This is an optimization exercise on Yosys and OpenROAD, whose aim is small area, not a production implementation.
Only simulation tests tie the RTL to the original design; equivalence was not proved.
No activity file was given, so power comes from the tool's default toggle rates.

==> flow/design.v <==
`timescale 1ns/1ns
package decodePkg;
	typedef struct packed {
		logic [5:0]				opcode;
		logic [5-1:0]	rd;
		logic [5-1:0]	rs1;
		logic [5-1:0]	rs2;
		logic [5:0]				unused;
		logic [5-1:0]	shamt;
	} regView;
	typedef struct packed {
		logic [5:0]		opcode;
		logic [2:0]		cond;
		logic [22:0]	offsetLow;
	} branchView;
	typedef union packed {
		regView		r;
		branchView	b;
	} instrWord;
	typedef enum logic [1:0] {
		EXU_ALU	= 2'b00,
		EXU_MDU	= 2'b01,
		EXU_FPU	= 2'b10
	} exuSel;
	typedef enum logic [2:0] {
		B_NEQ, B_EQ, B_GT, B_LT, B_GTE, B_LTE, B_OVFL, B_UNCON
	} branchCond;
endpackage
`timescale 1ns/1ns
module instrDecoder (
	input	decodePkg::instrWord		instr,
	output	logic [5-1:0]		readAddr0,
	output	logic						readEn0,
	output	logic [5-1:0]		readAddr1,
	output	logic						readEn1,
	output	logic [5-1:0]		writeAddr,
	output	logic						writeEn,
	output	decodePkg::exuSel			exu,
	output	logic [3:0]					aluOp,
	output	logic [2:0]					fpuOp,
	output	logic						mduOp,
	output	decodePkg::branchCond		branchOp,
	output	logic [5-1:0]		shiftAmt,
	output	logic [26-1:0]		offset,
	output	logic						memValid,
	output	logic						memWrite,
	output	logic						memToReg,
	output	logic						flagEn,
	output	logic						branchCmd,
	output	logic						jumpCmd,
	output	logic						callCmd,
	output	logic						retCmd,
	output	logic						loadCmd,
	output	logic						storeCmd,
	output	logic						aluCmd,
	output	logic						cacheFlush,
	output	logic						halt,
	output	logic						npuCfg,
	output	logic						npuEnq,
	output	logic						npuDeq
);
	logic [5:0]	op;
	logic		isLink;
	logic		isMem;
	logic		isShift;
	logic		isFpu;
	logic		isMdu;
	assign op		= instr.r.opcode;
	assign isLink	= (op == 6'b01_0001) || (op == 6'b01_0010);
	assign isMem	= (op == 6'b01_0100) || (op == 6'b01_0101);
	assign isShift	= (op == 6'b00_1000) || (op == 6'b00_1001) || (op == 6'b00_1010);
	assign isFpu	= (op >= 6'b01_1000) && (op <= 6'b01_1110);
	assign isMdu	= (op == 6'b01_0110) || (op == 6'b01_0111);
	assign writeEn		= !((op == 6'b00_1100) || (op == 6'b01_0000) || (op == 6'b01_0101) ||
							(op == 6'b01_1111) || (op == 6'b10_0000) || (op == 6'b10_0100));
	assign writeAddr	= isLink ? 5'd1 : instr.r.rd;
	assign readEn0		= !((op == 6'b00_0011) || (op == 6'b00_1100) || (op == 6'b01_0000) ||
							(op == 6'b01_1111) || (op == 6'b10_0000) || (op == 6'b10_0101));
	assign readAddr0	= ((op == 6'b00_0010) || (op == 6'b10_0100)) ? instr.r.rd :
							(isLink ? 5'd1 : instr.r.rs1);
	assign readEn1		= !((op == 6'b00_0010) || (op == 6'b00_0011) || (op == 6'b00_0111) || isShift ||
							(op == 6'b00_1100) || (op == 6'b01_0000) || (op == 6'b01_0001) ||
							(op == 6'b01_1100) || (op == 6'b01_1101) || (op == 6'b01_1110) ||
							(op == 6'b01_1111) || (op == 6'b10_0000) || (op == 6'b10_0100) ||
							(op == 6'b10_0101));
	assign readAddr1	= (op == 6'b01_0101) ? instr.r.rd :
							((op == 6'b01_0100) ? instr.r.rs1 :
							((op == 6'b01_0010) ? '0 : instr.r.rs2));
	assign flagEn		= !((op == 6'b00_0010) || (op == 6'b00_0011) || (op == 6'b00_1100) ||
							(op == 6'b01_0000) || isLink || isMem || (op == 6'b01_1111) ||
							(op == 6'b10_0000) || (op == 6'b10_0100) || (op == 6'b10_0101));
	assign memToReg		= (op == 6'b01_0100);
	assign memValid		= isMem || isLink;
	assign memWrite		= (op == 6'b01_0101) || (op == 6'b01_0001);
	assign exu			= isFpu ? decodePkg::EXU_FPU :
							(isMdu ? decodePkg::EXU_MDU : decodePkg::EXU_ALU);
	assign aluOp		= (isMem || isLink) ? 4'b0000 : op[3:0];
	assign fpuOp		= op[2:0];
	assign mduOp		= op[0];
	assign shiftAmt		= isShift ? instr.r.shamt : '0;
	assign branchOp		= decodePkg::branchCond'(instr.b.cond);
	assign offset		= {instr.b.cond, instr.b.offsetLow};
	assign branchCmd	= (op == 6'b01_0000);
	assign jumpCmd		= (op == 6'b01_0001);
	assign callCmd		= (op == 6'b01_0001);
	assign retCmd		= (op == 6'b01_0010);
	assign loadCmd		= (op == 6'b00_0010);
	assign storeCmd		= (op == 6'b01_0101);
	assign aluCmd		= (op == 6'b00_0010) || (op == 6'b00_0011) || isMem;
	assign cacheFlush	= (op == 6'b00_1100);
	assign halt			= (op == 6'b01_1111);
	assign npuCfg		= (op == 6'b10_0000);
	assign npuEnq		= (op == 6'b10_0100);
	assign npuDeq		= (op == 6'b10_0101);
endmodule
`timescale 1ns/1ns
module regFile (
	input	logic						clk,
	input	logic [5-1:0]		readAddr0,
	input	logic						readEn0,
	input	logic [5-1:0]		readAddr1,
	input	logic						readEn1,
	input	logic						wbEn,
	input	logic [5-1:0]		wbAddr,
	input	logic [32-1:0]			wbData,
	output	logic [32-1:0]			readData0,
	output	logic [32-1:0]			readData1
);
	logic [32-1:0]		regQ [1:32-1];
	logic [32-1:1]	sel0;
	logic [32-1:1]	sel1;
	for (genvar i = 1; i < 32; i++) begin : g_reg
		always_ff @(posedge clk) begin
			if (wbEn && wbAddr == i)
				regQ[i] <= wbData;
		end
		assign sel0[i] = readEn0 && readAddr0 == i;
		assign sel1[i] = readEn1 && readAddr1 == i;
	end
	always_comb begin
		readData0 = '0;
		readData1 = '0;
		for (int i = 1; i < 32; i++) begin
			readData0 = readData0 | ({32{sel0[i]}} & regQ[i]);
			readData1 = readData1 | ({32{sel1[i]}} & regQ[i]);
		end
	end
endmodule
`timescale 1ns/1ns
module issueRegister (
	input	logic						clk,
	input	logic						arstN,
	input	logic						instValid,
	input	logic [32-1:0]		instr,
	output	logic						issueValid,
	output	logic [32-1:0]		instrQ
);
	always_ff @(posedge clk or negedge arstN) begin
		if (!arstN)
			issueValid	<= 1'b0;
		else
			issueValid	<= instValid;
	end
	always_ff @(posedge clk) begin
		instrQ	<= instr;
	end
endmodule
`timescale 1ns/1ns
module decodeUnit (
	input	logic						clk,
	input	logic						arstN,
	input	logic						instValid,
	input	logic [32-1:0]		instr,
	input	logic						wbEn,
	input	logic [5-1:0]		wbAddr,
	input	logic [32-1:0]			wbData,
	output	logic						issueValid,
	output	logic [32-1:0]			operandA,
	output	logic [32-1:0]			operandB,
	output	logic [5-1:0]		writeAddr,
	output	logic						writeEn,
	output	logic [1:0]					exu,
	output	logic [3:0]					aluOp,
	output	logic [2:0]					fpuOp,
	output	logic						mduOp,
	output	logic [2:0]					branchOp,
	output	logic [5-1:0]		shiftAmt,
	output	logic [26-1:0]		offset,
	output	logic						memValid,
	output	logic						memWrite,
	output	logic						memToReg,
	output	logic						flagEn,
	output	logic						branchCmd,
	output	logic						jumpCmd,
	output	logic						callCmd,
	output	logic						retCmd,
	output	logic						loadCmd,
	output	logic						storeCmd,
	output	logic						aluCmd,
	output	logic						cacheFlush,
	output	logic						halt,
	output	logic						npuCfg,
	output	logic						npuEnq,
	output	logic						npuDeq
);
	logic [32-1:0]	instrQ;
	logic [5-1:0]	readAddr0;
	logic [5-1:0]	readAddr1;
	logic					readEn0;
	logic					readEn1;
	logic					decWriteEn;
	logic					decMemValid;
	logic					decMemWrite;
	logic					decFlagEn;
	logic					decBranchCmd;
	logic					decJumpCmd;
	logic					decCallCmd;
	logic					decRetCmd;
	logic					decLoadCmd;
	logic					decStoreCmd;
	logic					decAluCmd;
	logic					decCacheFlush;
	logic					decHalt;
	logic					decNpuCfg;
	logic					decNpuEnq;
	logic					decNpuDeq;
	issueRegister issue (
		.clk		(clk),
		.arstN		(arstN),
		.instValid	(instValid),
		.instr		(instr),
		.issueValid	(issueValid),
		.instrQ		(instrQ)
	);
	instrDecoder decoder (
		.instr		(instrQ),
		.readAddr0	(readAddr0),
		.readEn0	(readEn0),
		.readAddr1	(readAddr1),
		.readEn1	(readEn1),
		.writeAddr	(writeAddr),
		.writeEn	(decWriteEn),
		.exu		(exu),
		.aluOp		(aluOp),
		.fpuOp		(fpuOp),
		.mduOp		(mduOp),
		.branchOp	(branchOp),
		.shiftAmt	(shiftAmt),
		.offset		(offset),
		.memValid	(decMemValid),
		.memWrite	(decMemWrite),
		.memToReg	(memToReg),
		.flagEn		(decFlagEn),
		.branchCmd	(decBranchCmd),
		.jumpCmd	(decJumpCmd),
		.callCmd	(decCallCmd),
		.retCmd		(decRetCmd),
		.loadCmd	(decLoadCmd),
		.storeCmd	(decStoreCmd),
		.aluCmd		(decAluCmd),
		.cacheFlush	(decCacheFlush),
		.halt		(decHalt),
		.npuCfg		(decNpuCfg),
		.npuEnq		(decNpuEnq),
		.npuDeq		(decNpuDeq)
	);
	regFile regs (
		.clk		(clk),
		.readAddr0	(readAddr0),
		.readEn0	(readEn0),
		.readAddr1	(readAddr1),
		.readEn1	(readEn1),
		.wbEn		(wbEn),
		.wbAddr		(wbAddr),
		.wbData		(wbData),
		.readData0	(operandA),
		.readData1	(operandB)
	);
	assign {writeEn, memValid, memWrite, flagEn,
			branchCmd, jumpCmd, callCmd, retCmd,
			loadCmd, storeCmd, aluCmd, cacheFlush,
			halt, npuCfg, npuEnq, npuDeq} =
			{16{issueValid}} &
			{decWriteEn, decMemValid, decMemWrite, decFlagEn,
			decBranchCmd, decJumpCmd, decCallCmd, decRetCmd,
			decLoadCmd, decStoreCmd, decAluCmd, decCacheFlush,
			decHalt, decNpuCfg, decNpuEnq, decNpuDeq};
endmodule
==> flow/run.sh <==
#!/bin/bash
# synth_recipe.tcl (not shown) runs the flow's synth.tcl, then flattens the netlist and writes it again
# the make line also repeats each setting of config.mk as NAME=value (left out here)
make -C /OpenROAD-flow-scripts/flow DESIGN_CONFIG=/design/flow/config.mk WORK_HOME=/design/flow/orfs CLKGATE_MAP_FILE= SYNTH_SCRIPT=/design/flow/synth_recipe.tcl finish
==> flow/config.mk <==
export PLATFORM = sky130hd
export DESIGN_NAME = decodeUnit
export DESIGN_NICKNAME = decodeUnit
export VERILOG_FILES = /design/flow/design.v
export SDC_FILE = /design/flow/constraint.sdc
export NUM_CORES = 4
export LEC_CHECK = 0
export CAP_MARGIN = 20
export CORE_MARGIN = 2
export CORE_UTILIZATION = 40
export SLEW_MARGIN = 20
==> flow/constraint.sdc <==
create_clock -name core_clock -period 6.0 [get_ports {clk}]
set_input_delay 1.2000 -clock core_clock [delete_from_list [all_inputs] [get_ports {clk}]]
set_output_delay 1.2000 -clock core_clock [all_outputs]
set_load 0.01 [all_outputs]
==> results of run 1 <==
registers in the layout, summed over array words and instances (netlist names):
| name | count |
|---|---|
| regs.regQ | 992 |
| issue.instrQ | 32 |
| issue.issueValid | 1 |
placed cells by master, fill, tap and decap left out, types with 33 or more instances in the layout:
master,netlist,routed
a21oi_1,44,43
a221oi_1,104,93
a222oi_1,66,66
a22o_1,133,132
a22oi_1,394,391
and3_1,83,79
buf_12,0,46
buf_4,39,272
clkbuf_16,0,115
clkdlybuf4s50_1,0,187
edfxtp_1,992,992
mux2i_1,96,89
nand2_1,162,160
nand3_1,116,112
nand4_1,109,109
nor2_1,77,38
nor2_4,0,33
area by class of cell:
class | instances | area (um^2)
Multi-Input combinational cell | 1875 | 14400
Fill cell | 9606 | 56700
Antenna cell | 9 | 22.5
Timing Repair Buffer | 543 | 5250
Clock buffer | 142 | 2980
Inverter | 5 | 18.8
Tap cell | 1500 | 1880
Clock inverter | 68 | 704
Sequential cell | 1025 | 30500
metrics by stage:
stage	hold WS, ps	setup TNS (ps)	setup slack, ps	cells	utilization (%)
after global placement	1350	0	132	4917	45.5
after global routing	633	-124	-71.3	5159	49.5
after detailed placement	1350	0	140	4921	45.6
after CTS	593	0	4.18	5144	49.3
after floorplan	904	0	1570	3203	-
final	619	-0.628	-0.628	5167	49.6
logic make-up (layout without fill, tap and decap cells):
logic type             count (synthesis)  count (layout)
flip-flops                          1025            1025
multiplexers                         110             110
XOR/XNOR                               3               3
buffers and inverters                303             758
other                                  0               9
AO/OA/AOI/OAI                        985             985
AND/OR/NAND/NOR                      777             777
power groups by stage:
stage          combinational, mW  clock, mW  sequential (mW)
3_3_place_gp                1.77          0             8.18
2_1_floorplan              0.703          0             8.13
4_1_cts                     1.81       7.07             8.03
3_5_place_dp                1.77          0             8.17
5_1_grt                     1.92       7.34             8.03
6_report                    1.93       7.06             8.03
worst paths after layout:
kind	start	end	slack (ps)	cells after the start
min	arstN	issue.issueValid$_DFF_PN0_	620	1
max	issue.instrQ[31]$_DFF_P_	operandA[25]	-0.6	13
min in group core_clock	instValid	issue.issueValid$_DFF_PN0_	920	1
max in group asynchronous	arstN	issue.issueValid$_DFF_PN0_	5280	1
worst max-delay path, cell delays in order, from the launching register on:
cell and delay, ps:
dfxtp_4 390, buf_4 190, and3b_1 220, o21ai_4 200, buf_12 190, mux2_2 380
buf_4 240, and4_2 290, buf_4 250, buf_4 230, a221oi_1 380, nand3_1 190
a2111o_1 400, clkdlybuf4s50_1 500
what timing repair did:
item                                    4_1_cts  5_1_grt
endpoints found under the setup margin       64       57
pin swaps                                     9       11
resized for setup                            86       62
gates cloned                                  0        1
setup buffers                                13       13
layer usage:
layer / track usage, % / vias up
met5: 0.490 / -
met3: 16.2 / 1047
met1: 55.0 / 19500
met2: 57.8 / 4448
met4: 26.3 / 16
li1: - / 14200
==> impl_metrics.tcl, run 1 <==
set metrics [dict create \
    status "complete, but fails checks" \
    so_faults "setup timing" \
    synth_commonest_cells "edfxtp_1, a22oi_1, clkbuf_1, nand2_1, a22o_1" \
    drtIter0Drc 8527 \
    ys_types 86 \
    cts_sinks 1025 \
    start_util_pct 40.3 \
    vias 39300 \
    cts_max_path_buffers 3 \
    yosysSeqAreaShare_pct 67.1 \
    dpl_cell_area_mm2 0.0513 \
    slew_headroom_pct 22.0 \
    powerDensity_mw_per_mm2 305 \
    power_frac_clock_pct 41.5 \
    grt_remaining_overflow 0 \
    drt_wl_total_mm 251 \
    highest_layer "met5" \
    wl_per_cell_um 48.5 \
    setup_viol 1 \
    synthAdderAreaFrac_pct 0 \
    p_int_mw 12.7 \
    dp_hpwl_mm 162 \
    synth-xor-area-share_pct 0.0579 \
    period_minus_slack_ps 6000 \
    start_kind "flop" \
    m1WireLength_mm 88.7 \
    switchingPower_mw 4.36 \
    cp.required_ps 4800 \
    synth_warnings 3 \
    synth_ff_type "edfxtp_1" \
    fp-row-count 123 \
    synth_cells 3203 \
    grt_max_degree 33 \
    path_clk_slew_ps 60 \
    rsz0062_at_grt "yes" \
    drive_above_1_share_pct 19.4 \
    yosysTopAreaCellShare_pct 65.7 \
    wl_met2_mm 101 \
    syn_nets 3276 \
    ant_nets 0 \
    synth_top_family_by_area "compound AO/OA/AOI/OAI gates" \
    ir_worst_vdd_mv 0.248 \
    seqPwrFrac_pct 47.2 \
    fin_crit_sh_pct 100 \
    grt_usage_pct 41.9 \
    final_cell_area_mm2 0.0558 \
    muxShareOfSynthArea_pct 2.47 \
    crit_type "flop to output port" \
    yosys.area_share.simple_pct 9.55 \
    synth_most_common_cell "edfxtp_1" \
    ys_ff_latch 1025 \
    drc_errors 0 \
    worst_pin_slew_ps 1170 \
    synthArstFlopShare_pct 0.0976 \
    combPwrFrac_pct 11.3 \
    first_pass_iters 10 \
    setup_ws_ps -0.628 \
    cts_tree "done" \
    areaGrowthSynthToFinish_pct 22.9 \
    grt_antenna_before_repair 14 \
    total_power_mw 17.0 \
    finalNetCount 3634 \
    grt_pass1_vias 36400 \
    fp.coreArea_mm2 0.112 \
    finalMaxSlewViolations 0 \
    switching_share_pct 25.6 \
    cp_data_arrival_time_ps 4800 \
    ys_top_cells_by_area "edfxtp_1, a22oi_1, a22o_1" \
    cts_made_buffers 111 \
    viasPerCell 7.61 \
    finalHoldViolations 0 \
    maxCapViolations 0 \
    htree_levels 3 \
    synth_compound_area_share_pct 17.7 \
    critPathCaptureType "output port" \
    place_congestion 1.02 \
    die_area_mm2 0.116 \
    grt_pass1_wl_mm 326 \
    synth_edf_count 992 \
    avgSynthCellArea_um2 14.2 \
    die_w_um 341 \
    ioPinCount 204 \
    synth_top_area_cell "edfxtp_1" \
    dr_wl_met3_mm 41.3 \
    cts_hold_buf 0 \
    root_buffer "clkbuf_16" \
    portBuffers 203 \
    syn_area_mm2 0.0454 \
    critPathMaxFanout 13 \
    timing.fmax_ghz 0.167 \
    die_h_um 341 \
    power.leakage_nw 18.5 \
    hp-class "primary input to async pin" \
]
==> run 2: changes to the inputs <==
--- a/flow/design.v
+++ b/flow/design.v
@@ -27,12 +27,34 @@
 	} branchCond;
 endpackage
 `timescale 1ns/1ns
-module instrDecoder (
+module readDecoder (
 	input	decodePkg::instrWord		instr,
 	output	logic [5-1:0]		readAddr0,
-	output	logic						readEn0,
-	output	logic [5-1:0]		readAddr1,
-	output	logic						readEn1,
+	output	logic [5-1:0]		readAddr1
+);
+	logic [5:0]	op;
+	logic		isLink;
+	logic		readEn0;
+	logic		readEn1;
+	assign op		= instr.r.opcode;
+	assign isLink	= (op == 6'b01_0001) || (op == 6'b01_0010);
+	assign readEn0		= !((op == 6'b00_0011) || (op == 6'b00_1100) || (op == 6'b01_0000) ||
+							(op == 6'b01_1111) || (op == 6'b10_0000) || (op == 6'b10_0101));
+	assign readAddr0	= !readEn0 ? '0 :
+							((op == 6'b00_0010) || (op == 6'b10_0100)) ? instr.r.rd :
+							(isLink ? 5'd1 : instr.r.rs1);
+	assign readEn1		= !((op == 6'b00_0010) || (op == 6'b00_0011) || (op == 6'b00_0111) ||
+							(op == 6'b00_1000) || (op == 6'b00_1001) || (op == 6'b00_1010) ||
+							(op == 6'b00_1100) || (op == 6'b01_0000) || (op == 6'b01_0001) ||
+							(op == 6'b01_1100) || (op == 6'b01_1101) || (op == 6'b01_1110) ||
+							(op == 6'b01_1111) || (op == 6'b10_0000) || (op == 6'b10_0100) ||
+							(op == 6'b10_0101) || (op == 6'b01_0010));
+	assign readAddr1	= !readEn1 ? '0 :
+							(op == 6'b01_0101) ? instr.r.rd :
+							((op == 6'b01_0100) ? instr.r.rs1 : instr.r.rs2);
+endmodule
+module instrDecoder (
+	input	decodePkg::instrWord		instr,
 	output	logic [5-1:0]		writeAddr,
 	output	logic						writeEn,
 	output	decodePkg::exuSel			exu,
@@ -74,18 +96,6 @@
 	assign writeEn		= !((op == 6'b00_1100) || (op == 6'b01_0000) || (op == 6'b01_0101) ||
 							(op == 6'b01_1111) || (op == 6'b10_0000) || (op == 6'b10_0100));
 	assign writeAddr	= isLink ? 5'd1 : instr.r.rd;
-	assign readEn0		= !((op == 6'b00_0011) || (op == 6'b00_1100) || (op == 6'b01_0000) ||
-							(op == 6'b01_1111) || (op == 6'b10_0000) || (op == 6'b10_0101));
-	assign readAddr0	= ((op == 6'b00_0010) || (op == 6'b10_0100)) ? instr.r.rd :
-							(isLink ? 5'd1 : instr.r.rs1);
-	assign readEn1		= !((op == 6'b00_0010) || (op == 6'b00_0011) || (op == 6'b00_0111) || isShift ||
-							(op == 6'b00_1100) || (op == 6'b01_0000) || (op == 6'b01_0001) ||
-							(op == 6'b01_1100) || (op == 6'b01_1101) || (op == 6'b01_1110) ||
-							(op == 6'b01_1111) || (op == 6'b10_0000) || (op == 6'b10_0100) ||
-							(op == 6'b10_0101));
-	assign readAddr1	= (op == 6'b01_0101) ? instr.r.rd :
-							((op == 6'b01_0100) ? instr.r.rs1 :
-							((op == 6'b01_0010) ? '0 : instr.r.rs2));
 	assign flagEn		= !((op == 6'b00_0010) || (op == 6'b00_0011) || (op == 6'b00_1100) ||
 							(op == 6'b01_0000) || isLink || isMem || (op == 6'b01_1111) ||
 							(op == 6'b10_0000) || (op == 6'b10_0100) || (op == 6'b10_0101));
@@ -117,9 +127,7 @@
 module regFile (
 	input	logic						clk,
 	input	logic [5-1:0]		readAddr0,
-	input	logic						readEn0,
 	input	logic [5-1:0]		readAddr1,
-	input	logic						readEn1,
 	input	logic						wbEn,
 	input	logic [5-1:0]		wbAddr,
 	input	logic [32-1:0]			wbData,
@@ -130,21 +138,56 @@
 	logic [32-1:1]	sel0;
 	logic [32-1:1]	sel1;
 	for (genvar i = 1; i < 32; i++) begin : g_reg
+		logic				we;
+		logic				hold;
+		logic [32-1:0]	regD;
+		assign we	= wbEn && wbAddr == i;
+		assign hold	= !(wbEn && wbAddr == i);
+		for (genvar b = 0; b < 32; b++) begin : g_bit
+			holdCell hc (.q(regQ[i][b]), .hold(hold), .d(wbData[b]), .we(we), .next(regD[b]));
+		end
 		always_ff @(posedge clk) begin
-			if (wbEn && wbAddr == i)
-				regQ[i] <= wbData;
+			regQ[i] <= regD;
 		end
-		assign sel0[i] = readEn0 && readAddr0 == i;
-		assign sel1[i] = readEn1 && readAddr1 == i;
+		assign sel0[i] = readAddr0 == i;
+		assign sel1[i] = readAddr1 == i;
 	end
-	always_comb begin
-		readData0 = '0;
-		readData1 = '0;
-		for (int i = 1; i < 32; i++) begin
-			readData0 = readData0 | ({32{sel0[i]}} & regQ[i]);
-			readData1 = readData1 | ({32{sel1[i]}} & regQ[i]);
+	for (genvar b = 0; b < 32; b++) begin : g_bit
+		logic [32-1:1]	col;
+		for (genvar i = 1; i < 32; i++) begin : g_col
+			assign col[i] = regQ[i][b];
 		end
+		readSlice slice0 (.sel(sel0), .data(col), .out(readData0[b]));
+		readSlice slice1 (.sel(sel1), .data(col), .out(readData1[b]));
+	end
+endmodule
+module holdCell (
+	input	logic	q,
+	input	logic	hold,
+	input	logic	d,
+	input	logic	we,
+	output	logic	next
+);
+	assign next = (q && hold) || (d && we);
+endmodule
+module readSlice (
+	input	logic [32-1:1]	sel,
+	input	logic [32-1:1]	data,
+	output	logic					out
+);
+	logic [10:0]	groupN;
+	for (genvar g = 0; g < 10; g++) begin : g_grp
+		readGroup grp (.sel(sel[3*g+3:3*g+1]), .data(data[3*g+3:3*g+1]), .outN(groupN[g]));
 	end
+	assign groupN[10] = !(sel[31] && data[31]);
+	assign out = !(&groupN);
+endmodule
+module readGroup (
+	input	logic [2:0]	sel,
+	input	logic [2:0]	data,
+	output	logic		outN
+);
+	assign outN = !(|(sel & data));
 endmodule
 `timescale 1ns/1ns
 module issueRegister (
@@ -152,8 +195,12 @@
 	input	logic						arstN,
 	input	logic						instValid,
 	input	logic [32-1:0]		instr,
+	input	logic [5-1:0]		readAddr0,
+	input	logic [5-1:0]		readAddr1,
 	output	logic						issueValid,
-	output	logic [32-1:0]		instrQ
+	output	logic [32-1:0]		instrQ,
+	output	logic [5-1:0]		readAddr0Q,
+	output	logic [5-1:0]		readAddr1Q
 );
 	always_ff @(posedge clk or negedge arstN) begin
 		if (!arstN)
@@ -162,7 +209,9 @@
 			issueValid	<= instValid;
 	end
 	always_ff @(posedge clk) begin
-		instrQ	<= instr;
+		instrQ		<= instr;
+		readAddr0Q	<= readAddr0;
+		readAddr1Q	<= readAddr1;
 	end
 endmodule
 `timescale 1ns/1ns
@@ -206,8 +255,8 @@
 	logic [32-1:0]	instrQ;
 	logic [5-1:0]	readAddr0;
 	logic [5-1:0]	readAddr1;
-	logic					readEn0;
-	logic					readEn1;
+	logic [5-1:0]	readAddr0Q;
+	logic [5-1:0]	readAddr1Q;
 	logic					decWriteEn;
 	logic					decMemValid;
 	logic					decMemWrite;
@@ -224,20 +273,25 @@
 	logic					decNpuCfg;
 	logic					decNpuEnq;
 	logic					decNpuDeq;
+	readDecoder readDec (
+		.instr		(instr),
+		.readAddr0	(readAddr0),
+		.readAddr1	(readAddr1)
+	);
 	issueRegister issue (
 		.clk		(clk),
 		.arstN		(arstN),
 		.instValid	(instValid),
 		.instr		(instr),
+		.readAddr0	(readAddr0),
+		.readAddr1	(readAddr1),
 		.issueValid	(issueValid),
-		.instrQ		(instrQ)
+		.instrQ		(instrQ),
+		.readAddr0Q	(readAddr0Q),
+		.readAddr1Q	(readAddr1Q)
 	);
 	instrDecoder decoder (
 		.instr		(instrQ),
-		.readAddr0	(readAddr0),
-		.readEn0	(readEn0),
-		.readAddr1	(readAddr1),
-		.readEn1	(readEn1),
 		.writeAddr	(writeAddr),
 		.writeEn	(decWriteEn),
 		.exu		(exu),
@@ -266,10 +320,8 @@
 	);
 	regFile regs (
 		.clk		(clk),
-		.readAddr0	(readAddr0),
-		.readEn0	(readEn0),
-		.readAddr1	(readAddr1),
-		.readEn1	(readEn1),
+		.readAddr0	(readAddr0Q),
+		.readAddr1	(readAddr1Q),
 		.wbEn		(wbEn),
 		.wbAddr		(wbAddr),
 		.wbData		(wbData),
--- a/flow/config.mk
+++ b/flow/config.mk
@@ -9,3 +9,5 @@
 export CORE_MARGIN = 2
 export CORE_UTILIZATION = 40
 export SLEW_MARGIN = 20
+export SYNTH_HIERARCHICAL = 1
+export SYNTH_MINIMUM_KEEP_SIZE = 0
==> run 2 against run 1 <==
The run now finishes clean. Clock-buffer cell count rose by 8. Worst setup slack better by 460 ps. Routed wire length down 25%. First-iteration DRC count is 18% higher. Worst hold slack got worse by 110 ps. Global-route usage fell by 7.1 points. Final area down 13%. Area after synthesis shrank 12%.
==> impl_metrics.tcl, run 2 <==
set metrics [dict create \
    first_pass_iters 13 \
    root_buffer "clkbuf_16" \
    cts_made_buffers 107 \
    timing.hold.ws_ps 508 \
    syn_nets 3372 \
    largest_reg_flops 992 \
    vias 39600 \
    fill_cells 8738 \
    powerDensity_mw_per_mm2 392 \
    worst_pin_slew_ps 1310 \
    period_minus_slack_ps 5540 \
    fp-row-count 115 \
    cts_resized 0 \
    cts_tree "done" \
    slew_headroom_pct 12.6 \
    slowest_delay_ps 730 \
    synthArstFlopShare_pct 0.0966 \
    instances_no_fill 5066 \
    grt_usage_pct 34.8 \
    cts_hold_buf 0 \
    place_congestion 0.896 \
    finalNetCount 3763 \
    cts_max_path_buffers 3 \
    dp_hpwl_mm 109 \
    grt_remaining_overflow 0 \
    critPathMaxFanout 22 \
    status "finished clean" \
    wl_per_cell_um 37.0 \
    yosysSeqAreaShare_pct 52.1 \
    setup_ws_ps 456 \
    cpMaxStageDelayCell "nand2b_1" \
    dpl_cell_area_mm2 0.0449 \
    synth_ff_type "dfxtp_1" \
    ioPinCount 204 \
    ys_ff_latch 1035 \
    synth_edf_count 0 \
    synth_cells 3299 \
    die_area_mm2 0.102 \
    power.leakage_nw 18.2 \
    maxCapViolations 0 \
    viasPerCell 7.81 \
    final_common_cell "dfxtp_1" \
    timing.fmax_ghz 0.180 \
    largest_registers "regs.regQ: 992 flops, issue.instrQ: 32 flops" \
    ys_types 59 \
    grt_max_degree 33 \
    dp.cells 4863 \
    final_cell_area_mm2 0.0486 \
    ant_nets 0 \
    synth_commonest_cells "dfxtp_1, a22o_1, a222oi_1" \
    grt_pass1_wl_mm 264 \
    pre_cts_slack_ps 1350 \
    die_h_um 319 \
    drive_above_1_share_pct 12.2 \
    grt_antenna_before_repair 7 \
    cp.required_ps 4800 \
    portBuffers 203 \
    layout_common_cells "dfxtp_1, a22o_1, a222oi_1" \
    die_w_um 319 \
    fin_tns_setup_ps 0 \
    drtIter0Drc 10000 \
    cp_data_arrival_time_ps 4340 \
    drt_wl_total_mm 188 \
    path_cells "nand2b_1, nor2_4, buf_4, a222oi_1, nand4_1, a2111o_1, clkdlybuf4s50_1" \
    yosysTopAreaCellShare_pct 52.0 \
    avgSynthCellArea_um2 12.1 \
    synth_warnings 10 \
    cts_sinks 1035 \
    crit_type "flop to output port" \
    path_clk_slew_ps 60 \
    ir_worst_vdd_mv 0.259 \
    synth_most_common_cell "dfxtp_1" \
    finish.utilization_pct 49.4 \
    syn_area_mm2 0.0398 \
    drc_errors 0 \
    start_util_pct 40.4 \
    clkLatencyLatePin_ps 690 \
    fin_crit_sh_pct 92.4 \
    finalMaxSlewViolations 0 \
    areaGrowthSynthToFinish_pct 22.1 \
    skew_ps 0 \
    hp-class "flop to flop" \
    critPathCaptureType "output port" \
    setup_viol 0 \
    total_power_mw 19.0 \
    start_kind "flop" \
    finalHoldViolations 0 \
    postCtsSetupBuffers 0 \
    top_register "regs.regQ" \
    fp.coreArea_mm2 0.0984 \
    htree_levels 3 \
    grt_pass1_vias 36700 \
    rsz0062_at_grt "no" \
    synth_top_area_cell "dfxtp_1" \
    ys_top_cells_by_area "dfxtp_1, a22o_1, a222oi_1" \
]
[run 2: cell families (layout without fill, tap and decap cells)]
kind of cell / Yosys count / count (layout) / share of synthesized area, %
AOI/OAI and AO/OA: 1730 / 1730 / 40.4
xor gates and xnor gates: 4 / 4 / 0.0881
buffers and inverters: 70 / 545 / 1.07
DFF: 1035 / 1035 / 52.1
muxes: 11 / 11 / 0.293
other: 0 / 5 / 0
and+or+nand+nor: 449 / 449 / 6.02
[run 2: where the power goes]
group / total, mW / leakage (nW) / internal, mW / switching (mW)
logic: 2.89 / 7.79 / 1.63 / 1.27
registers: 9.30 / 8.62 / 8.21 / 1.09
clock network: 6.85 / 1.77 / 3.91 / 2.94
[run 2: per-layer routing]
layer  global-route usage [%]  share of wire, %  vias up
met5                        0             0.015        -
met4                     16.2               5.4        4
met3                     13.4                16      759
met2                     49.6                41     3516
met1                     46.0                38    19300
li1                         -                 -    16000
[run 2: final timing paths]
path	slack [ps]	depth (start not counted)	startpoint	endpoint
max in group asynchronous	5250	1	arstN	issue.issueValid$_DFF_PN0_
min in group asynchronous	660	1	arstN	issue.issueValid$_DFF_PN0_
max reg2reg	5270	1	regs.regQ[31][29]$_DFF_P_	regs.regQ[31][29]$_DFF_P_
min	510	1	regs.regQ[8][6]$_DFF_P_	regs.regQ[8][6]$_DFF_P_
max	460	7	issue.readAddr1Q[1]$_DFF_P_	operandB[14]
min reg2reg	510	1	regs.regQ[8][6]$_DFF_P_	regs.regQ[8][6]$_DFF_P_
[run 2: critical path: cells and delay by family, from the launching register on]
family                 cells  cell delay (ps)
buffers and inverters      2              830
AO/OA/AOI/OAI              2              870
AND/OR/NAND/NOR            3             1580
flip-flops                 1              370
[run 2: modules after synthesis (local to each module, per instance)]
module	copies in the design	flip-flops and latches	cell area, um^2
readDecoder	1	0	442
decodeUnit	1	0	126
readGroup	640	0	10.0
regFile	1	992	20800
issueRegister	1	43	866
instrDecoder	1	0	716
readSlice	64	0	27.5
holdCell	992	0	8.76
[run 2: final cells by class]
| type | instances | area (um^2) | area share, % |
|---|---|---|---|
| multi-input cells | 2194 | 19400 | 39.8 |
| diodes | 5 | 12.5 | 0.0258 |
| clock inverters | 43 | 463 | 0.953 |
| well taps | 1287 | 1610 | 3.31 |
| repair buffers | 347 | 3280 | 6.76 |
| inverters | 5 | 18.8 | 0.0386 |
| clock buffers | 150 | 3110 | 6.40 |
| flip-flops and latches | 1035 | 20700 | 42.7 |
==> run 3: changes to the inputs <==
--- a/flow/config.mk
+++ b/flow/config.mk
@@ -7,7 +7,10 @@
 export LEC_CHECK = 0
 export CAP_MARGIN = 20
 export CORE_MARGIN = 2
-export CORE_UTILIZATION = 40
+export CORE_UTILIZATION = 50
+export CTS_BUF_LIST = sky130_fd_sc_hd__clkbuf_16
+export CTS_CLUSTER_DIAMETER = 100
+export CTS_CLUSTER_SIZE = 20
 export SLEW_MARGIN = 20
 export SYNTH_HIERARCHICAL = 1
 export SYNTH_MINIMUM_KEEP_SIZE = 0
==> run 3 against run 2 <==
Worst setup slack got worse by 22 ps. Non-clock buffer count rose by 3. First-iteration DRC count rose by 9.8%. Via count rose by 2.9%. Critical endpoint is now operandB[9]. Highest routed layer unchanged. Flip-flop and latch count did not move. Still clean on timing, DRC and antenna.
==> impl_metrics.tcl, run 3 <==
set metrics [dict create \
    drt_wl_total_mm 198 \
    start_kind "flop" \
    die_h_um 286 \
    ioPinCount 204 \
    hp-class "flop to flop" \
    vias 40700 \
    ir_worst_vdd_mv 0.241 \
    final_cell_area_mm2 0.0463 \
    yosysTopAreaCellShare_pct 52.0 \
    portBuffers 203 \
    drc_errors 0 \
    final_common_cell "dfxtp_1" \
    viasPerCell 8.65 \
    wl_per_cell_um 42.2 \
    place_congestion 0.941 \
    grt_antenna_before_repair 12 \
    fin_crit_sh_pct 92.8 \
    power_frac_clock_pct 24.7 \
    muxShareOfSynthArea_pct 0.293 \
    dpl_cell_area_mm2 0.0446 \
    dp.cells 4623 \
    path_clk_slew_ps 90 \
    syn_nets 3372 \
    cts_max_path_buffers 3 \
    synth_top_family_by_area "compound AO/OA/AOI/OAI gates" \
    grt_usage_pct 46.3 \
    cp_data_arrival_time_ps 4370 \
    drive_above_1_share_pct 9.14 \
    ant_nets 0 \
    finalMaxSlewViolations 0 \
    synthAdderAreaFrac_pct 0 \
    synth_warnings 10 \
    cts_hold_buf 0 \
    ys_ff_latch 1035 \
    synth-xor-area-share_pct 0.0881 \
    grt_pass1_wl_mm 278 \
    synthArstFlopShare_pct 0.0966 \
    synth_edf_count 0 \
    p_int_mw 11.6 \
    combPwrFrac_pct 18.5 \
    cp.required_ps 4800 \
    critPathMaxFanout 32 \
    top_register "regs.regQ" \
    drtIter0Drc 11000 \
    finalNetCount 3716 \
    r2r_setup_slack_ps 5250 \
    synth_cells 3299 \
    postCtsSetupBuffers 0 \
    fin_tns_setup_ps 0 \
    switching_share_pct 29.5 \
    start_util_pct 50.4 \
    grt_max_degree 33 \
    syn_area_mm2 0.0398 \
    ys_types 59 \
    avgSynthCellArea_um2 12.1 \
    clkLatencyLatePin_ps 680 \
    yosysSeqAreaShare_pct 52.1 \
    crit_type "flop to output port" \
    layout_common_cells "dfxtp_1, a22o_1, a222oi_1" \
    synth_ff_type "dfxtp_1" \
    dp_hpwl_mm 118 \
    cts_tree "done" \
    fp-row-count 103 \
    instances_no_fill 4702 \
    synth_commonest_cells "dfxtp_1, a22o_1, a222oi_1" \
    yosys.area_share.simple_pct 6.02 \
    htree_levels 2 \
    grt_pass1_vias 38800 \
    synth_top_area_cell "dfxtp_1" \
    areaGrowthSynthToFinish_pct 16.4 \
    period_minus_slack_ps 5570 \
    timing.hold.ws_ps 518 \
    powerDensity_mw_per_mm2 354 \
    status "finished clean" \
    synth_most_common_cell "dfxtp_1" \
    cts_made_buffers 57 \
    largest_reg_flops 992 \
    die_area_mm2 0.0818 \
    root_buffer "clkbuf_16" \
    slew_headroom_pct 12.7 \
    setup_viol 0 \
    largest_registers "regs.regQ: 992 flops, issue.instrQ: 32 flops" \
    cts_sinks 1035 \
    worst_pin_slew_ps 1310 \
    power.leakage_nw 17.1 \
    critPathCaptureType "output port" \
    skew_ps 0 \
    switchingPower_mw 4.84 \
    ys_top_cells_by_area "dfxtp_1, a22o_1, a222oi_1" \
    seqPwrFrac_pct 56.8 \
    fp.coreArea_mm2 0.0789 \
    die_w_um 286 \
    grt_remaining_overflow 0 \
    first_pass_iters 15 \
    timing.fmax_ghz 0.180 \
    rsz0062_at_grt "no" \
    synth_compound_area_share_pct 40.4 \
    maxCapViolations 0 \
    finalHoldViolations 0 \
    cts_resized 0 \
]
==> run 3: worst paths after layout <==
| kind | startpoint | end | depth (start not counted) |
|---|---|---|---|
| worst max-delay path | issue.readAddr1Q[1]$_DFF_P_ | operandB[9] | 6 |
| worst min-delay path | regs.regQ[29][26]$_DFF_P_ | regs.regQ[29][26]$_DFF_P_ | 1 |
| worst max register to register | regs.regQ[31][17]$_DFF_P_ | regs.regQ[31][17]$_DFF_P_ | 1 |
| worst min register to register | regs.regQ[29][26]$_DFF_P_ | regs.regQ[29][26]$_DFF_P_ | 1 |
| max in group asynchronous | arstN | issue.issueValid$_DFF_PN0_ | 1 |
| min in group asynchronous | arstN | issue.issueValid$_DFF_PN0_ | 1 |
==> run 3: through the flow <==
stage                     total power, mW  setup WS [ps]  utilization, %
final                                16.4            435            58.7
after global routing                 16.8            419            58.7
after CTS                            16.2            589            58.4
after detailed placement             12.3           1300            56.5
after global placement               12.1           1340            56.2
after floorplan                      10.9           2370               -
==> run 3: logic make-up after synthesis <==
group,after synthesis
buf+inv,70
flops,1035
xor+xnor,4
simple gates,449
compound gates,1730
mux,11
==> run 3: per-layer routing <==
metal  vias up  GRT usage [%]  part of all wire, %
met5         -              0                0.043
met4        10           25.4                  6.6
met3       911           20.9                   17
met2      4131           65.3                   41
met1     19800           58.6                   35
li1      15800              -                    -
==> run 3: per-module statistics from Yosys (local to each module, per instance) <==
module	flops+latches	cells inside	area (um^2)
readDecoder	0	65	442
issueRegister	43	43	866
holdCell	0	1	8.76
readGroup	0	1	10.0
regFile	992	1180	20800
instrDecoder	0	106	716
decodeUnit	0	17	126
readSlice	0	4	27.5
==> run 3: worst max-delay path, stage by stage (launching register included) <==
cell	delay, ps
dfxtp_1	380
nand2b_1	700
nor2_4	410
a222oi_1	710
nand4_1	500
a2111o_1	460
clkdlybuf4s50_1	490
==> run 3: final cells by class <==
cell class	count	area, um^2
Fill cell	6520	32600
Sequential cell	1035	20700
Multi-Input combinational cell	2194	19300
Timing Repair Buffer	350	3460
Clock buffer	58	1450
Tap cell	1050	1310
Clock inverter	2	23.8
Antenna cell	8	20.0
Inverter	5	18.8
==> run 3: power by group through the flow <==
stage	Combinational, mW	Clock [mW]	Sequential, mW
floorplan	1.79	0	9.07
finish	3.03	4.05	9.31
global placement	2.81	0	9.27
global route	3.12	4.27	9.43
detailed placement	2.90	0	9.38
CTS	2.91	4.03	9.23
==> run 4: changes to the inputs <==
--- a/flow/config.mk
+++ b/flow/config.mk
@@ -9,8 +9,8 @@
 export CORE_MARGIN = 2
 export CORE_UTILIZATION = 50
 export CTS_BUF_LIST = sky130_fd_sc_hd__clkbuf_16
-export CTS_CLUSTER_DIAMETER = 100
-export CTS_CLUSTER_SIZE = 20
+export CTS_CLUSTER_DIAMETER = 120
+export CTS_CLUSTER_SIZE = 23
 export SLEW_MARGIN = 20
 export SYNTH_HIERARCHICAL = 1
 export SYNTH_MINIMUM_KEEP_SIZE = 0
==> run 4 against run 3 <==
Critical endpoint is now operandB[5]. Synthesized cell count unchanged. Register-to-register slack about the same. Largest cell class unchanged. Sequential share of layout area increased by 0.20 points. Via count increased by 0.18%. Critical path type unchanged. Total power decreased by 1.6%.
==> impl_metrics.tcl, run 4 <==
set metrics [dict create \
    status "finished clean" \
    viasPerCell 8.69 \
    period_minus_slack_ps 5600 \
    synth_edf_count 0 \
    fin_crit_sh_pct 93.3 \
    finalMaxSlewViolations 0 \
    cts_hold_buf 0 \
    path_cells "nand2b_1, nor2_4, buf_4, a222oi_1, nand4_1, a2111o_1, clkdlybuf4s50_1" \
    start_kind "flop" \
    die_h_um 286 \
    cts_resized 0 \
    portBuffers 203 \
    yosysTopAreaCellShare_pct 52.0 \
    finalHoldViolations 0 \
    power_frac_clock_pct 23.5 \
    wl_per_cell_um 42.2 \
    grt_remaining_overflow 0 \
    synth_warnings 10 \
    slowest_delay_ps 700 \
    hp-class "flop to flop" \
    first_pass_iters 22 \
    maxCapViolations 0 \
    setup_ws_ps 400 \
    cts_max_path_buffers 3 \
    rsz0062_at_grt "no" \
    ys_top_cells_by_area "dfxtp_1, a22o_1, a222oi_1" \
    largest_reg_flops 992 \
    switching_share_pct 29.7 \
    fp.coreArea_mm2 0.0789 \
    ant_nets 0 \
    synth_commonest_cells "dfxtp_1, a22o_1, a222oi_1" \
    cp_data_arrival_time_ps 4400 \
    cts_made_buffers 50 \
    grt_pass1_wl_mm 278 \
    drc_errors 0 \
    slew_headroom_pct 12.2 \
    synth_top_area_cell "dfxtp_1" \
    root_buffer "clkbuf_16" \
    setup_viol 0 \
    ioPinCount 204 \
    drtIter0Drc 10800 \
    fill_cells 6556 \
    synth_ff_type "dfxtp_1" \
    synth_most_common_cell "dfxtp_1" \
    postCtsSetupBuffers 0 \
    combPwrFrac_pct 18.8 \
    grt_max_degree 33 \
    multi_input_area_mm2 0.0193 \
    areaGrowthSynthToFinish_pct 15.9 \
    switchingPower_mw 4.80 \
    start_util_pct 50.4 \
    worst_pin_slew_ps 1310 \
    synthArstFlopShare_pct 0.0966 \
    ir_worst_vdd_mv 0.269 \
    pre_cts_slack_ps 1300 \
    powerDensity_mw_per_mm2 350 \
    synth_cells 3299 \
    top_register "regs.regQ" \
    grt_usage_pct 46.1 \
    critPathCaptureType "output port" \
    largest_registers "regs.regQ: 992 flops, issue.instrQ: 32 flops" \
    grt_antenna_before_repair 8 \
    total_power_mw 16.1 \
    crit_type "flop to output port" \
    p_int_mw 11.3 \
    htree_levels 2 \
    skew_ps 0 \
    timing.fmax_ghz 0.179 \
    layout_common_cells "dfxtp_1, a22o_1, a222oi_1" \
    finalNetCount 3709 \
    path_clk_slew_ps 100 \
    cp.required_ps 4800 \
    avgSynthCellArea_um2 12.1 \
    vias 40800 \
    final_common_cell "dfxtp_1" \
    seqPwrFrac_pct 57.7 \
    critPathMaxFanout 20 \
    cts_tree "done" \
    ys_ff_latch 1035 \
    place_congestion 0.941 \
    grt_pass1_vias 38700 \
    register_area_mm2 0.0207 \
    dp_hpwl_mm 118 \
    cpMaxStageDelayCell "nand2b_1" \
    ys_types 59 \
    syn_nets 3372 \
    yosysSeqAreaShare_pct 52.1 \
    fp-row-count 103 \
    die_area_mm2 0.0818 \
    drive_above_1_share_pct 8.96 \
    drt_wl_total_mm 198 \
    fin_tns_setup_ps 0 \
    die_w_um 286 \
    cts_sinks 1035 \
    syn_area_mm2 0.0398 \
    clkLatencyLatePin_ps 660 \
    power.leakage_nw 17.1 \
]
## run 4: cell counts after synthesis
Identical to the previous run, type by type.
## run 4: modules after synthesis (local to each module, per instance), excerpt
module / flip-flops and latches / times used / cells
readSlice: 0 / 64 / 4
decodeUnit: 0 / 1 / 17
readDecoder: 0 / 1 / 65
issueRegister: 43 / 1 / 43
readGroup: 0 / 640 / 1
holdCell: 0 / 992 / 1
## run 4: power groups by stage
stage / registers, mW / logic [mW] / clock network (mW)
after global routing: 9.43 / 3.12 / 4.01
after CTS: 9.23 / 2.90 / 3.77
after detailed placement: 9.38 / 2.90 / 0
final: 9.30 / 3.03 / 3.80
after floorplan: 9.07 / 1.79 / 0
after global placement: 9.27 / 2.81 / 0
## run 4: critical path, delay by kind of cell, from the launching register on
kind	cells	cell delay (ps)
AOI/OAI and AO/OA	2	940
buffers and inverters	2	840
DFF	1	380
and+or+nand+nor	3	1590
## run 4: worst paths after layout
kind / startpoint / to / slack (ps) / cells after the start
max: issue.readAddr1Q[1]$_DFF_P_ / operandB[5] / 400 / 7
min: regs.regQ[26][12]$_DFF_P_ / regs.regQ[26][12]$_DFF_P_ / 520 / 1
max reg2reg: regs.regQ[31][17]$_DFF_P_ / regs.regQ[31][17]$_DFF_P_ / 5250 / 1
min reg2reg: regs.regQ[26][12]$_DFF_P_ / regs.regQ[26][12]$_DFF_P_ / 520 / 1
max in group asynchronous: arstN / issue.issueValid$_DFF_PN0_ / 5220 / 1
min in group asynchronous: arstN / issue.issueValid$_DFF_PN0_ / 680 / 1
## run 4: logic make-up after synthesis
family,synth area share [%]
compound gates,40.4
flops,52.1
simple gates,6.02
buf+inv,1.07
mux,0.293
xor+xnor,0.0881
## run 4: metrics by stage
stage	cells	hold slack [ps]	util (%)	area, um^2
2_1_floorplan	3299	475	-	39800
3_3_place_gp	4613	485	56.2	44300
3_5_place_dp	4623	494	56.5	44600
4_1_cts	4677	518	58.1	45800
5_1_grt	4688	530	58.4	46100
6_report	4692	521	58.5	46100
## run 4: cell type report
cell class / count / share of cell area [%]
clock inverters: 4 / 0.0814
multi-input cells: 2194 / 41.9
diodes: 4 / 0.0217
inverters: 5 / 0.0407
clock buffers: 50 / 2.71
well taps: 1050 / 2.85
repair buffers: 350 / 7.49
flip-flops and latches: 1035 / 44.9
## run 4: layer usage
layer / share of wire (%) / vias to the layer above / track usage (%)
li1: - / 15800 / -
met1: 35 / 19800 / 58.7
met2: 40 / 4207 / 65.3
met3: 18 / 949 / 20.0
met4: 6.9 / 10 / 25.3
met5: 0.043 / - / 0.349
==> run 5: changes to the inputs <==
==> flow/flow/run.sh (new file) <==
#!/bin/bash
# Standard layout with smaller port buffers, no CTS dummy loads, and area recovery
# on paths with positive slack after global routing. ORFS logs stay under orfs/logs.
set -euo pipefail
export BUFFER_PORTS_ARGS="-buffer_cell sky130_fd_sc_hd__buf_1"
export CTS_ARGS="-sink_clustering_enable -repair_clock_nets -dont_use_dummy_load -buf_list sky130_fd_sc_hd__clkbuf_16 -sink_clustering_size 20 -sink_clustering_max_diameter 100"
export RECOVER_POWER=100
bash standard.sh > standard.log 2>&1
==> flow/standard.sh (new file) <==
#!/bin/bash
# synth_recipe.tcl (not shown) runs the flow's synth.tcl, then flattens the netlist and writes it again
# the make line also repeats each setting of config.mk as NAME=value (left out here)
make -C /OpenROAD-flow-scripts/flow DESIGN_CONFIG=/design/flow/config.mk WORK_HOME=/design/flow/orfs CLKGATE_MAP_FILE= SYNTH_SCRIPT=/design/flow/synth_recipe.tcl "${@:-finish}"
--- a/flow/config.mk
+++ b/flow/config.mk
@@ -9,8 +9,8 @@
 export CORE_MARGIN = 2
 export CORE_UTILIZATION = 50
 export CTS_BUF_LIST = sky130_fd_sc_hd__clkbuf_16
-export CTS_CLUSTER_DIAMETER = 120
-export CTS_CLUSTER_SIZE = 23
+export CTS_CLUSTER_DIAMETER = 100
+export CTS_CLUSTER_SIZE = 20
 export SLEW_MARGIN = 20
 export SYNTH_HIERARCHICAL = 1
 export SYNTH_MINIMUM_KEEP_SIZE = 0
removed: flow/run.sh
==> run 5 against run 4 <==
Largest cell class unchanged. Area after synthesis stayed put. Combinational power is 6.9% lower. Routed wire length is 0.77% higher. Clock power is 5.5% higher. Non-clock buffer count decreased by 11. Worst setup slack lost 240 ps. Flip-flop and latch count did not move. Global-route usage increased by 0.23 points. Now fails the layout checks on capacitance limit, slew limit. Final cell count is essentially flat. Clock skew unchanged.
==> impl_metrics.tcl, run 5 <==
set metrics [dict create \
    status "complete, but fails checks" \
    grt_usage_pct 46.3 \
    postCtsSetupBuffers 0 \
    drive_above_1_share_pct 7.38 \
    instances_no_fill 4689 \
    drt_wl_total_mm 200 \
    die_w_um 286 \
    hp-class "primary input to async pin" \
    synth_most_common_cell "dfxtp_1" \
    ioPinCount 204 \
    ys_top_cells_by_area "dfxtp_1, a22o_1, a222oi_1" \
    seqPwrFrac_pct 57.7 \
    synthArstFlopShare_pct 0.0966 \
    switching_share_pct 30.0 \
    worstRegToRegCells 1 \
    viasPerCell 8.73 \
    rsz0062_at_grt "no" \
    layout_common_cells "dfxtp_1, a22o_1, a222oi_1" \
    dp.cells 4613 \
    synth_top_area_cell "dfxtp_1" \
    p_int_mw 11.3 \
    synth_cells 3299 \
    fp-row-count 103 \
    largest_registers "regs.regQ: 992 flops, issue.instrQ: 32 flops" \
    syn_area_mm2 0.0398 \
    maxCapViolations 36 \
    dpl_cell_area_mm2 0.0438 \
    synth_ff_type "dfxtp_1" \
    ys_ff_latch 1035 \
    period_minus_slack_ps 5840 \
    wl_per_cell_um 42.5 \
    finalNetCount 3705 \
    synth_commonest_cells "dfxtp_1, a22o_1, a222oi_1" \
    multi_input_area_mm2 0.0191 \
    crit_type "flop to output port" \
    synth_edf_count 0 \
    cp_data_arrival_time_ps 4640 \
    switchingPower_mw 4.84 \
    die_h_um 286 \
    fin_crit_sh_pct 97.3 \
    start_util_pct 50.4 \
    htree_levels 2 \
    power_frac_clock_pct 24.8 \
    final_cell_area_mm2 0.0448 \
    critPathCaptureType "output port" \
    top_register "regs.regQ" \
    ys_types 59 \
    yosysSeqAreaShare_pct 52.1 \
    vias 41000 \
    path_clk_slew_ps 80 \
    start_kind "flop" \
    synth_warnings 10 \
    r2r_end "regs.regQ[12][14]$_DFF_P_" \
    fp.coreArea_mm2 0.0789 \
    clkLatencyLatePin_ps 680 \
    cts_sinks 1035 \
    first_pass_iters 15 \
    portBuffers 203 \
    register_area_mm2 0.0207 \
    grt_max_degree 33 \
    finalHoldViolations 0 \
    cp.required_ps 4800 \
    ir_worst_vdd_mv 0.241 \
    grt_pass1_vias 38200 \
    cts_made_buffers 57 \
    setup_viol 0 \
    cts_tree "done" \
    final_common_cell "dfxtp_1" \
    grt_remaining_overflow 0 \
    power.leakage_nw 16.5 \
    syn_nets 3372 \
    ant_nets 0 \
    fill_cells 6707 \
    combPwrFrac_pct 17.5 \
    powerDensity_mw_per_mm2 360 \
    grt_pass1_wl_mm 279 \
    skew_ps 0 \
    drc_errors 0 \
    r2r_start "regs.regQ[12][14]$_DFF_P_" \
    yosysTopAreaCellShare_pct 52.0 \
    place_congestion 0.960 \
    slew_headroom_pct -137 \
    grt_antenna_before_repair 13 \
    avgSynthCellArea_um2 12.1 \
    die_area_mm2 0.0818 \
    finalMaxSlewViolations 834 \
    worst_pin_slew_ps 3540 \
    root_buffer "clkbuf_16" \
    cts_max_path_buffers 3 \
    drtIter0Drc 11400 \
    cts_hold_buf 0 \
    largest_reg_flops 992 \
    cts_resized 0 \
    r2r_setup_slack_ps 5260 \
    so_faults "capacitance limit, slew limit" \
    areaGrowthSynthToFinish_pct 12.7 \
    timing.fmax_ghz 0.171 \
    fin_tns_setup_ps 0 \
    dp_hpwl_mm 123 \
    critPathMaxFanout 32 \
]
[run 5: cell counts after synthesis]
No cell type changed its count.
[run 5: cell families (layout without fill, tap and decap cells)]
kind of cell,count (synthesis),in the layout,synth area share [%]
compound gates,1730,1730,40.4
simple gates,449,449,6.02
flops,1035,1035,52.1
other cells,0,9,0
xor+xnor,4,4,0.0881
mux,11,11,0.293
buf+inv,70,401,1.07
[run 5: worst max path at each step]
| stage | from | to | cells past startpoint |
|---|---|---|---|
| floorplan | issue.readAddr1Q[3]$_DFF_P_ | operandB[0] | 5 |
| global placement | issue.readAddr0Q[2]$_DFF_P_ | operandA[10] | 6 |
| detailed placement | issue.readAddr0Q[2]$_DFF_P_ | operandA[10] | 6 |
| CTS | issue.readAddr0Q[2]$_DFF_P_ | operandA[10] | 6 |
| global route | issue.readAddr1Q[3]$_DFF_P_ | operandB[4] | 6 |
| finish | issue.readAddr0Q[4]$_DFF_P_ | operandA[0] | 6 |
[run 5: critical path, stage by stage (launching register included)]
cell and delay, ps:
dfxtp_1 440, or3b_2 590, nor2_2 1580, a222oi_1 430
nand4_1 450, a2111o_1 290, buf_1 180
[run 5: per-module statistics from Yosys (local to each module, per instance), a selection]
module         cell area, um^2  flops+latches  cells inside
holdCell                  8.76              0             1
instrDecoder               716              0           106
issueRegister              866             43            43
readDecoder                442              0            65
readGroup                 10.0              0             1
readSlice                 27.5              0             4
regFile                  20800            992          1180
[run 5: final cells by class]
class,count,share of cell area [%]
Multi-Input combinational cell,2194,42.6
Clock buffer,57,3.18
Sequential cell,1035,46.2
Antenna cell,9,0.0503
Timing Repair Buffer,339,4.96
Inverter,5,0.0419
Tap cell,1050,2.93
[run 5: layer usage]
layer / global-route usage [%] / share of wire [%] / vias to the layer above
li1: - / - / 15800
met4: 24.1 / 6.9 / 12
met2: 67.2 / 41 / 4137
met3: 19.2 / 17 / 995
met1: 58.8 / 35 / 20000
met5: 0 / 0.036 / -
[run 5: power by group through the flow]
| stage | sequential (mW) | clock, mW | combinational, mW |
|---|---|---|---|
| finish | 9.33 | 4.01 | 2.82 |
| global route | 9.45 | 4.22 | 2.91 |
| CTS | 9.25 | 3.97 | 2.71 |
| detailed placement | 9.39 | 0 | 2.70 |
| global placement | 9.29 | 0 | 2.59 |
| floorplan | 9.07 | 0 | 1.79 |
[run 5: metrics by stage]
step                      hold slack [ps]  power (mW)  utilization [%]  setup WS (ps)
after floorplan                       475        10.9                -           2370
after global placement                485        11.9             54.3           1600
after detailed placement              495        12.1             55.5           1560
after CTS                             290        15.9             57.3            837
after global routing                  301        16.6             56.8            258
final                                 312        16.2             56.8            162
==> run 6: changes to the inputs <==
==> flow/flow/run.sh (replaced) <==
#!/bin/bash
# Standard layout with smaller port buffers and no CTS dummy loads.
# ORFS logs stay under orfs/logs; make's own output goes to standard.log.
set -euo pipefail
export BUFFER_PORTS_ARGS="-buffer_cell sky130_fd_sc_hd__buf_1"
export CTS_ARGS="-sink_clustering_enable -repair_clock_nets -dont_use_dummy_load -buf_list sky130_fd_sc_hd__clkbuf_16 -sink_clustering_size 23 -sink_clustering_max_diameter 120"
bash standard.sh > standard.log 2>&1
==> flow/config.mk (replaced) <==
export PLATFORM = sky130hd
export DESIGN_NAME = decodeUnit
export DESIGN_NICKNAME = decodeUnit
export VERILOG_FILES = /design/flow/design.v
export SDC_FILE = /design/flow/constraint.sdc
export NUM_CORES = 4
export LEC_CHECK = 0
export CAP_MARGIN = 5
export CORE_MARGIN = 2
export CORE_UTILIZATION = 50
export CTS_BUF_LIST = sky130_fd_sc_hd__clkbuf_16
export CTS_CLUSTER_DIAMETER = 120
export CTS_CLUSTER_SIZE = 23
export SLEW_MARGIN = 5
export SYNTH_HIERARCHICAL = 1
export SYNTH_MINIMUM_KEEP_SIZE = 0
==> run 6 against run 5 <==
Global-route usage shrank 0.32 points. Die area did not move. Critical endpoint unchanged. Routed wire length decreased by 0.49%. Total power decreased by 1.8%. The layout still fails its checks (capacitance limit, slew limit). Final cell count fell by 1.1%. Non-clock buffer count down 43.
==> impl_metrics.tcl, run 6 <==
set metrics [dict create \
    dp.cells 4577 \
    so_faults "capacitance limit, slew limit" \
    die_w_um 286 \
    seqPwrFrac_pct 58.7 \
    clkLatencyLatePin_ps 670 \
    grt_pass1_vias 38100 \
    root_buffer "clkbuf_16" \
    switching_share_pct 30.0 \
    finalHoldViolations 0 \
    ir_worst_vdd_mv 0.267 \
    maxCapViolations 10 \
    syn_area_mm2 0.0398 \
    synth_commonest_cells "dfxtp_1, a22o_1, a222oi_1" \
    wl_per_cell_um 42.8 \
    fill_cells 6750 \
    r2r_setup_slack_ps 5270 \
    path_clk_slew_ps 90 \
    dp_hpwl_mm 117 \
    ioPinCount 204 \
    crit_type "flop to output port" \
    crit_buf_inv 1 \
    largest_registers "regs.regQ: 992 flops, issue.instrQ: 32 flops" \
    vias 40600 \
    worst_pin_slew_ps 1570 \
    cts_hold_buf 0 \
    fp-row-count 103 \
    power.leakage_nw 16.2 \
    critPathMaxFanout 32 \
    grt_max_degree 33 \
    critPathCaptureType "output port" \
    setup_viol 0 \
    slowest_delay_ps 1150 \
    start_util_pct 50.4 \
    synth_top_area_cell "dfxtp_1" \
    timing.fmax_ghz 0.190 \
    syn_nets 3372 \
    cp_data_arrival_time_ps 4050 \
    postCtsSetupBuffers 0 \
    finalMaxSlewViolations 264 \
    cpMaxStageDelayCell "nor2_4" \
    areaGrowthSynthToFinish_pct 11.0 \
    cts_resized 0 \
    avgSynthCellArea_um2 12.1 \
    fin_crit_sh_pct 87.5 \
    powerDensity_mw_per_mm2 359 \
    synth_edf_count 0 \
    switchingPower_mw 4.77 \
    largest_reg_flops 992 \
    drt_wl_total_mm 199 \
    synth_warnings 10 \
    drtIter0Drc 10900 \
    r2r_end "regs.regQ[1][14]$_DFF_P_" \
    ys_types 59 \
    fp.coreArea_mm2 0.0789 \
    yosysSeqAreaShare_pct 52.1 \
    viasPerCell 8.75 \
    ys_ff_latch 1035 \
    final_common_cell "dfxtp_1" \
    crit_end "operandA[0]" \
    grt_remaining_overflow 0 \
    worstRegToRegCells 1 \
    grt_pass1_wl_mm 277 \
    crit_start "issue.readAddr0Q[0]$_DFF_P_" \
    combPwrFrac_pct 17.6 \
    slew_headroom_pct -5.02 \
    p_int_mw 11.1 \
    layout_common_cells "dfxtp_1, a22o_1, a222oi_1" \
    first_pass_iters 17 \
    cts_tree "done" \
    grt_antenna_before_repair 18 \
    rsz0062_at_grt "no" \
    path_cells "or3b_1, nor2_4, a222oi_1, nand4_1, a2111o_1, buf_1" \
    die_h_um 286 \
    synth_most_common_cell "dfxtp_1" \
    portBuffers 203 \
    synth_ff_type "dfxtp_1" \
    die_area_mm2 0.0818 \
    synthArstFlopShare_pct 0.0966 \
    top_register "regs.regQ" \
    place_congestion 0.960 \
    start_kind "flop" \
    period_minus_slack_ps 5250 \
    hp-class "primary input to async pin" \
    synth_cells 3299 \
    drive_above_1_share_pct 7.91 \
    cp.required_ps 4800 \
    cts_sinks 1035 \
    fin_tns_setup_ps 0 \
    ant_nets 0 \
    cpLargestDelayFamily "simple AND/OR/NAND/NOR gates" \
    finalNetCount 3655 \
    power_frac_clock_pct 23.6 \
    cts_max_path_buffers 3 \
    yosysTopAreaCellShare_pct 52.0 \
    drc_errors 0 \
    status "complete, but fails checks" \
    cts_made_buffers 50 \
    instances_no_fill 4638 \
    skew_ps 0 \
    r2r_start "regs.regQ[1][14]$_DFF_P_" \
    htree_levels 2 \
    grt_usage_pct 46.0 \
    ys_top_cells_by_area "dfxtp_1, a22o_1, a222oi_1" \
    crit_cells 6 \
]
run 6: modules after synthesis, one instance, submodules excluded:
module	cells	flops+latches	area, um^2	copies in the design
regFile	1180	992	20800	1
issueRegister	43	43	866	1
instrDecoder	106	0	716	1
readDecoder	65	0	442	1
decodeUnit	17	0	126	1
readSlice	4	0	27.5	64
readGroup	1	0	10.0	640
holdCell	1	0	8.76	992
run 6: worst min-delay path by stage:
stage                                      end  slack [ps]  cells past startpoint
floorplan             regs.regQ[10][0]$_DFF_P_         480                      1
CTS                 issue.issueValid$_DFF_PN0_         300                      1
finish              issue.issueValid$_DFF_PN0_         320                      1
global placement      regs.regQ[19][3]$_DFF_P_         490                      1
global route        issue.issueValid$_DFF_PN0_         310                      1
detailed placement   regs.regQ[22][22]$_DFF_P_         490                      1
run 6: cells by family after synthesis:
group                  Yosys count  share of synthesized area, %
AO/OA/AOI/OAI                 1730                          40.4
XOR/XNOR                         4                        0.0881
buffers and inverters           70                          1.07
flip-flops                    1035                          52.1
multiplexers                    11                         0.293
AND/OR/NAND/NOR                449                          6.02
run 6: cell type report:
cell class	instances	area [um^2]	area share (%)
Antenna cell	8	20.0	0.0453
Clock buffer	50	1250	2.83
Inverter	5	18.8	0.0425
Multi-Input combinational cell	2194	19300	43.7
Sequential cell	1035	20700	46.9
Tap cell	1050	1310	2.98
Timing Repair Buffer	296	1530	3.46
run 6: routing by layer:
layer  wire length, um  share of wire (%)  up-vias  track usage (%)
li1                  -                  -    15700                -
met1             70600                 36    19800             57.9
met2             80000                 40     4078             65.5
met3             33300                 17      981             19.7
met4             14400                7.2       18             26.5
met5               220               0.11        -            0.872
run 6: power by group through the flow:
stage	clock, mW	sequential (mW)	combinational (mW)
finish	3.75	9.32	2.80
global route	3.96	9.45	2.89
CTS	3.73	9.24	2.68
detailed placement	0	9.39	2.68
global placement	0	9.29	2.59
floorplan	0	9.07	1.79
run 6: metrics by stage:
| stage | setup WS (ps) | instance area [um^2] | power [mW] | util (%) | hold slack [ps] |
|---|---|---|---|---|---|
| 2_1_floorplan | 2370 | 39800 | 10.9 | - | 475 |
| 3_3_place_gp | 1600 | 42800 | 11.9 | 54.3 | 485 |
| 3_5_place_dp | 1590 | 42800 | 12.1 | 54.3 | 493 |
| 4_1_cts | 894 | 44100 | 15.7 | 55.9 | 304 |
| 5_1_grt | 794 | 44100 | 16.3 | 56.0 | 314 |
| 6_report | 750 | 44200 | 15.9 | 56.0 | 322 |

afterwards: timing with drivers on the ports:
The flow's constraints put no driver on any port. The routed layouts listed below were extracted and timed again, unchanged, in two steps. Step 1 (the two cells are an assumption about what drives the block):
set clk [get_ports {clk}]
set_driving_cell -lib_cell sky130_fd_sc_hd__clkbuf_16 $clk
set_driving_cell -lib_cell sky130_fd_sc_hd__buf_2 [delete_from_list [all_inputs] $clk]
Step 2 adds t to the input delays and takes it off the output delays; t is the mean of the earliest and latest rising clock arrival at the registers after step 1. Input paths then give back, and output paths get back, about the clock's delay inside the block. Three values: ideal, step 1, step 2; two values: the first two.
run	shift t [ns]	setup WS [ns]	clock arrival spread, ns
run 1	0.800	-0.001 / -0.079 / 0.722	0.037 / 0.037
run 2	0.766	0.456 / 0.381 / 1.147	0.049 / 0.049
run 3	0.749	0.435 / 0.357 / 1.106	0.032 / 0.032
run 4	0.720	0.400 / 0.334 / 1.054	0.039 / 0.039
run 5	0.739	0.162 / 0.090 / 0.177	0.056 / 0.056
run 6	0.722	0.750 / 0.676 / 1.398	0.055 / 0.055
